What follows belongs to an exercise in optimizing a design on an open flow for small area; a production flow would make more cautious choices.
Function was checked by simulation only, so behaviour that the tests miss may differ from the original.
Power figures rest on the tool's default switching activity, not on a simulated workload.

==> flow/design.v <==
package ibex_pkg;
  typedef struct packed {
    logic [63:0] cycle;
    logic [31:0] hart;
    logic [63:0] order;
    logic [31:0] pc;
    logic [31:0] next_pc;
    logic [31:0] insn;
    logic [1:0]  mode;
    logic        trap;
    logic        halt;
    logic        intr;
    logic        compressed;
    logic [4:0]  rd_addr;
    logic [31:0] rd_wdata;
    logic [31:0] mem_addr;
    logic [3:0]  mem_rmask;
    logic [3:0]  mem_wmask;
    logic [31:0] mem_data;
  } trace_rec_t;
  localparam int unsigned TraceRecW = 371;   
  typedef struct packed {
    logic [63:0] cycle;
    logic [63:0] order;
    logic [31:0] pc;
    logic [31:0] next_pc;
    logic [31:0] insn;
    logic [1:0]  mode;
    logic        trap;
    logic        halt;
    logic        intr;
    logic [4:0]  rd_addr;
    logic [31:0] rd_wdata;
    logic [31:0] mem_addr;
    logic [3:0]  mem_rmask;
    logic [3:0]  mem_wmask;
    logic [31:0] mem_data;
  } slot_rec_t;
  localparam int unsigned SlotRecW = 338;   
  typedef enum logic [1:0] {
    MEM_NONE  = 2'd0,
    MEM_READ  = 2'd1,
    MEM_WRITE = 2'd2
  } mem_kind_e;
  function automatic logic [1:0] mem_kind_of(input logic [3:0] rmask,
                                             input logic [3:0] wmask);
    if (wmask != 4'b0000) begin
      mem_kind_of = 2'd2;   
    end else if (rmask != 4'b0000) begin
      mem_kind_of = 2'd1;    
    end else begin
      mem_kind_of = 2'd0;    
    end
  endfunction
  function automatic logic is_compressed(input logic [31:0] insn);
    is_compressed = insn[1:0] != 2'b11;
  endfunction
  function automatic logic is_succ(input logic [63:0] a, input logic [63:0] b);
    logic [63:0] t;
    t = a ^ b;
    is_succ = ((t ^ {t[62:0] & b[62:0], 1'b1}) == 64'd0);
  endfunction
endpackage
module ibex_trace_fifo #(
  parameter int unsigned Width = 32,
  parameter int unsigned Depth = 4
) (
  input  logic                   clk_i,
  input  logic                   rst_ni,
  input  logic                   push_i,
  input  logic [Width-1:0]       wdata_i,
  output logic                   full_o,
  input  logic                   pop_i,
  output logic                   empty_o,
  output logic [Depth-1:0]       head_sel_o,
  output logic [Depth*Width-1:0] slots_o
);
  localparam int unsigned AddrW = $clog2(Depth);
  localparam int unsigned PtrW  = AddrW + 1;
  logic [PtrW-1:0]  wr_ptr_q, rd_ptr_q;
  logic [AddrW-1:0] wr_idx, rd_idx;
  logic             push_acc, pop_acc;
  logic [Width-1:0] mem_q [Depth];
  assign wr_idx  = wr_ptr_q[AddrW-1:0];
  assign rd_idx  = rd_ptr_q[AddrW-1:0];
  assign empty_o = (wr_ptr_q == rd_ptr_q);
  assign full_o  = (wr_ptr_q[AddrW] != rd_ptr_q[AddrW]) && (wr_idx == rd_idx);
  assign pop_acc  = pop_i & ~empty_o;
  assign push_acc = push_i & (~full_o | pop_acc);
  always_ff @(posedge clk_i or negedge rst_ni) begin
    if (!rst_ni) begin
      wr_ptr_q <= '0;
      rd_ptr_q <= '0;
    end else begin
      wr_ptr_q <= wr_ptr_q + PtrW'(push_acc);
      rd_ptr_q <= rd_ptr_q + PtrW'(pop_acc);
    end
  end
  for (genvar gi = 0; gi < Depth; gi++) begin : g_slot
    always_ff @(posedge clk_i) begin
      if (push_acc && (wr_idx == AddrW'(gi))) begin
        mem_q[gi] <= wdata_i;
      end
    end
    assign head_sel_o[gi]            = ~empty_o & (rd_idx == AddrW'(gi));
    assign slots_o[gi*Width +: Width] = mem_q[gi];
  end
endmodule
module ibex_rvfi_tracer #(
  parameter int unsigned Depth    = 4,
  parameter int unsigned DropCntW = 16
) (
  input  logic                clk_i,
  input  logic                rst_ni,
  input  logic [31:0]         hart_id_i,
  input  logic                rvfi_valid,
  input  logic [63:0]         rvfi_order,
  input  logic [31:0]         rvfi_insn,
  input  logic                rvfi_trap,
  input  logic                rvfi_halt,
  input  logic                rvfi_intr,
  input  logic [1:0]          rvfi_mode,
  input  logic [31:0]         rvfi_pc_rdata,
  input  logic [31:0]         rvfi_pc_wdata,
  input  logic [4:0]          rvfi_rd_addr,
  input  logic [31:0]         rvfi_rd_wdata,
  input  logic [31:0]         rvfi_mem_addr,
  input  logic [3:0]          rvfi_mem_rmask,
  input  logic [3:0]          rvfi_mem_wmask,
  input  logic [31:0]         rvfi_mem_rdata,
  input  logic [31:0]         rvfi_mem_wdata,
  output logic                trace_valid_o,
  input  logic                trace_ready_i,
  output logic [ibex_pkg::TraceRecW-1:0] trace_rec_o,
  output logic                order_err_o,
  output logic                overflow_o,
  output logic [DropCntW-1:0] drop_cnt_o,
  output logic [63:0]         retired_cnt_o
  );
  localparam int unsigned SlotW = ibex_pkg::SlotRecW;
  ibex_pkg::slot_rec_t   slot_d;
  ibex_pkg::trace_rec_t  rec_out;
  logic [Depth-1:0]       head_sel;
  logic [Depth*SlotW-1:0] slots;
  logic                   fifo_full, fifo_empty;
  logic                   pop, drop;
  logic                   wr_kind;
  logic [3:0]             wbyte, rbyte;
  logic [63:0]         cycle_q;
  logic [63:0]         retired_q;
  logic [DropCntW-1:0] drop_cnt_q;
  logic                overflow_q;
  logic                order_first_q;
  logic [63:0]         order_last_q;
  logic                order_err_q;
  assign wr_kind = rvfi_mem_wmask != 4'b0000;
  assign wbyte   = rvfi_mem_wmask & {4{wr_kind}};
  assign rbyte   = rvfi_mem_rmask & {4{~wr_kind}};
  always_comb begin
    slot_d           = '0;
    slot_d.cycle     = cycle_q;
    slot_d.order     = rvfi_order;
    slot_d.pc        = rvfi_pc_rdata;
    slot_d.next_pc   = rvfi_pc_wdata;
    slot_d.insn      = rvfi_insn;
    slot_d.mode      = rvfi_mode;
    slot_d.trap      = rvfi_trap;
    slot_d.halt      = rvfi_halt;
    slot_d.intr      = rvfi_intr;
    slot_d.rd_addr   = rvfi_rd_addr;
    slot_d.rd_wdata  = rvfi_rd_wdata;
    slot_d.mem_addr  = rvfi_mem_addr;
    slot_d.mem_rmask = rvfi_mem_rmask;
    slot_d.mem_wmask = rvfi_mem_wmask;
    for (int b = 0; b < 4; b++) begin
      slot_d.mem_data[b*8 +: 8] = (rvfi_mem_wdata[b*8 +: 8] & {8{wbyte[b]}}) |
                                  (rvfi_mem_rdata[b*8 +: 8] & {8{rbyte[b]}});
    end
  end
  assign trace_valid_o = ~fifo_empty;
  assign pop           = trace_valid_o & trace_ready_i;
  assign drop          = rvfi_valid & fifo_full & ~pop;
  ibex_trace_fifo #(
    .Width (SlotW),
    .Depth (Depth)
  ) u_fifo (
    .clk_i      (clk_i),
    .rst_ni     (rst_ni),
    .push_i     (rvfi_valid),
    .wdata_i    (slot_d),
    .full_o     (fifo_full),
    .pop_i      (pop),
    .empty_o    (fifo_empty),
    .head_sel_o (head_sel),
    .slots_o    (slots)
  );
  logic [ibex_pkg::TraceRecW-1:0] masked [Depth];
  for (genvar gi = 0; gi < Depth; gi++) begin : g_head
    ibex_pkg::slot_rec_t s;
    logic hs, hs_rd, hs_mem;
    assign s      = slots[gi*SlotW +: SlotW];
    assign hs     = head_sel[gi];
    assign hs_rd  = hs & (s.rd_addr != 5'd0);
    assign hs_mem = hs & ((s.mem_rmask != 4'b0000) | (s.mem_wmask != 4'b0000));
    assign masked[gi] = {s.cycle     & {64{hs}},
                         32'd0,
                         s.order     & {64{hs}},
                         s.pc        & {32{hs}},
                         s.next_pc   & {32{hs}},
                         s.insn      & {32{hs}},
                         s.mode      & {2{hs}},
                         s.trap      & hs,
                         s.halt      & hs,
                         s.intr      & hs,
                         1'b0,
                         s.rd_addr   & {5{hs}},
                         s.rd_wdata  & {32{hs_rd}},
                         s.mem_addr  & {32{hs_mem}},
                         s.mem_rmask & {4{hs}},
                         s.mem_wmask & {4{hs}},
                         s.mem_data  & {32{hs}}};
  end
  always_comb begin
    rec_out = '0;
    for (int i = 0; i < Depth; i++) begin
      rec_out = rec_out | masked[i];
    end
    rec_out.hart       = hart_id_i & {32{trace_valid_o}};
    rec_out.compressed = trace_valid_o & ibex_pkg::is_compressed(rec_out.insn);
  end
  assign trace_rec_o = rec_out;
  logic [63:0]         cycle_inc, retired_inc;
  logic [DropCntW-1:0] drop_cnt_inc;
  logic                drop_inc;
  assign drop_inc = drop & (drop_cnt_q != {DropCntW{1'b1}});
  ibex_blk_inc #(.W(64)) u_cycle_inc (
    .a_i (cycle_q),   .cin_i (1'b1),       .y_o (cycle_inc)
  );
  ibex_blk_inc #(.W(64)) u_retired_inc (
    .a_i (retired_q), .cin_i (rvfi_valid), .y_o (retired_inc)
  );
  ibex_blk_inc #(.W(DropCntW)) u_drop_inc (
    .a_i (drop_cnt_q), .cin_i (drop_inc),  .y_o (drop_cnt_inc)
  );
  always_ff @(posedge clk_i or negedge rst_ni) begin
    if (!rst_ni) begin
      cycle_q    <= '0;
      retired_q  <= '0;
      drop_cnt_q <= '0;
      overflow_q <= 1'b0;
    end else begin
      cycle_q    <= cycle_inc;
      retired_q  <= retired_inc;
      drop_cnt_q <= drop_cnt_inc;
      if (drop) begin
        overflow_q <= 1'b1;
      end
    end
  end
  always_ff @(posedge clk_i or negedge rst_ni) begin
    if (!rst_ni) begin
      order_first_q <= 1'b1;
      order_err_q   <= 1'b0;
    end else if (rvfi_valid) begin
      order_first_q <= 1'b0;
      if (!order_first_q && !ibex_pkg::is_succ(rvfi_order, order_last_q)) begin
        order_err_q <= 1'b1;
      end
    end
  end
  always_ff @(posedge clk_i) begin
    if (rvfi_valid) begin
      order_last_q <= rvfi_order;
    end
  end
  assign retired_cnt_o = retired_q;
  assign drop_cnt_o    = drop_cnt_q;
  assign overflow_o    = overflow_q;
  assign order_err_o   = order_err_q;
endmodule
module ibex_blk_inc #(
  parameter int unsigned W = 64,
  parameter int unsigned B = 8
) (
  input  logic [W-1:0] a_i,
  input  logic         cin_i,
  output logic [W-1:0] y_o
);
  localparam int unsigned NB = W / B;
  logic [NB:0]   blk_cy;
  logic [NB-1:0] blk_ones;
  assign blk_cy[0] = cin_i;
  for (genvar k = 0; k < NB; k++) begin : g_blk
    logic [B:0] cy;
    assign blk_ones[k] = &a_i[k*B +: B];
    assign blk_cy[k+1] = blk_cy[k] & blk_ones[k];
    assign cy[0]       = blk_cy[k];
    for (genvar i = 0; i < B; i++) begin : g_bit
      assign y_o[k*B+i] = a_i[k*B+i] ^ cy[i];
      assign cy[i+1]    = a_i[k*B+i] & cy[i];
    end
  end
endmodule
clock: 5.0 ns
lec_check: 0
cap_margin: 20
core_margin: 2
core_utilization: 65
slew_margin: 20
standard.sh (not shown) runs the stock make flow with config.mk's settings and CLKGATE_MAP_FILE= SYNTH_SCRIPT=/design/flow/synth_recipe.tcl, a recipe that flattens the netlist after the stock synthesis.
==> flow/flow/run.sh <==
#!/bin/bash
# Standard ORFS layout (the standard.sh, unchanged synthesis) with two
# layout-only changes: ports are buffered with the smallest buffer instead of
# clkdlybuf4s50_1, and CTS builds its tree from clkbuf_8 leaves driving larger
# sink clusters, without dummy balancing loads. The make output goes to
# standard_flow.log; each ORFS step keeps its own log under orfs/logs.
set -euo pipefail
export BUFFER_PORTS_ARGS="-buffer_cell sky130_fd_sc_hd__buf_1"
export CTS_ARGS="-sink_clustering_enable -repair_clock_nets -dont_use_dummy_load -buf_list {sky130_fd_sc_hd__clkbuf_8} -sink_clustering_size 16 -sink_clustering_max_diameter 50"
bash standard.sh finish > standard_flow.log 2>&1
Next try:
--- a/flow/design.v
+++ b/flow/design.v
@@ -229,19 +229,17 @@
     rec_out.compressed = trace_valid_o & ibex_pkg::is_compressed(rec_out.insn);
   end
   assign trace_rec_o = rec_out;
-  logic [63:0]         cycle_inc, retired_inc;
-  logic [DropCntW-1:0] drop_cnt_inc;
-  logic                drop_inc;
+  logic [63:0] cycle_inc;
+  logic [64:0] cycle_cy;
+  logic        drop_inc;
+  always_comb begin
+    cycle_cy[0] = 1'b1;
+    for (int i = 0; i < 64; i++) begin
+      cycle_inc[i]  = cycle_q[i] ^ cycle_cy[i];
+      cycle_cy[i+1] = cycle_q[i] & cycle_cy[i];
+    end
+  end
   assign drop_inc = drop & (drop_cnt_q != {DropCntW{1'b1}});
-  ibex_blk_inc #(.W(64)) u_cycle_inc (
-    .a_i (cycle_q),   .cin_i (1'b1),       .y_o (cycle_inc)
-  );
-  ibex_blk_inc #(.W(64)) u_retired_inc (
-    .a_i (retired_q), .cin_i (rvfi_valid), .y_o (retired_inc)
-  );
-  ibex_blk_inc #(.W(DropCntW)) u_drop_inc (
-    .a_i (drop_cnt_q), .cin_i (drop_inc),  .y_o (drop_cnt_inc)
-  );
   always_ff @(posedge clk_i or negedge rst_ni) begin
     if (!rst_ni) begin
       cycle_q    <= '0;
@@ -250,8 +248,8 @@
       overflow_q <= 1'b0;
     end else begin
       cycle_q    <= cycle_inc;
-      retired_q  <= retired_inc;
-      drop_cnt_q <= drop_cnt_inc;
+      retired_q  <= retired_q + {63'd0, rvfi_valid};
+      drop_cnt_q <= drop_cnt_q + {{(DropCntW-1){1'b0}}, drop_inc};
       if (drop) begin
         overflow_q <= 1'b1;
       end
@@ -278,26 +276,3 @@
   assign overflow_o    = overflow_q;
   assign order_err_o   = order_err_q;
 endmodule
-module ibex_blk_inc #(
-  parameter int unsigned W = 64,
-  parameter int unsigned B = 8
-) (
-  input  logic [W-1:0] a_i,
-  input  logic         cin_i,
-  output logic [W-1:0] y_o
-);
-  localparam int unsigned NB = W / B;
-  logic [NB:0]   blk_cy;
-  logic [NB-1:0] blk_ones;
-  assign blk_cy[0] = cin_i;
-  for (genvar k = 0; k < NB; k++) begin : g_blk
-    logic [B:0] cy;
-    assign blk_ones[k] = &a_i[k*B +: B];
-    assign blk_cy[k+1] = blk_cy[k] & blk_ones[k];
-    assign cy[0]       = blk_cy[k];
-    for (genvar i = 0; i < B; i++) begin : g_bit
-      assign y_o[k*B+i] = a_i[k*B+i] ^ cy[i];
-      assign cy[i+1]    = a_i[k*B+i] & cy[i];
-    end
-  end
-endmodule
Result:
- The changed run reached the layout checks and failed them: negative setup slack
- wire length fell slightly
- worst setup slack loses 5500 ps
- cell area came out higher slightly
- combinational power rises by roughly a tenth
- power rose by a few percent
- die area went up slightly
- via count goes down slightly

## re-timing with driven ports
How much do the figures lean on ideal ports? The routed layouts below were timed once more, with nothing changed but the port constraints. Step 1 sets driving cells, clkbuf_16 on the clock port and buf_2 on the other inputs (assumed; they add their load-dependent delay and slew). Step 2 adds t to the input delays and takes it off the output delays; t is the mean of the earliest and latest rising clock arrival at the registers after step 1. Input paths then give back, and output paths get back, about the clock's delay inside the block. Slacks: no drivers / after step 1 / after step 2; pairs: no drivers / after step 1.
run	t (ns)	slack for setup (ns)	hold slack, ns	worst setup path after step 2	worst register clock-pin slew, ns
the first run	0.863	0.212 / 0.143 / 1.006	0.328 / 0.286 / 0.451	register to output	0.10 / 0.10
the second run	0.875	-5.292 / -5.292 / -5.292	0.325 / 0.277 / 0.460	register to register	0.10 / 0.10
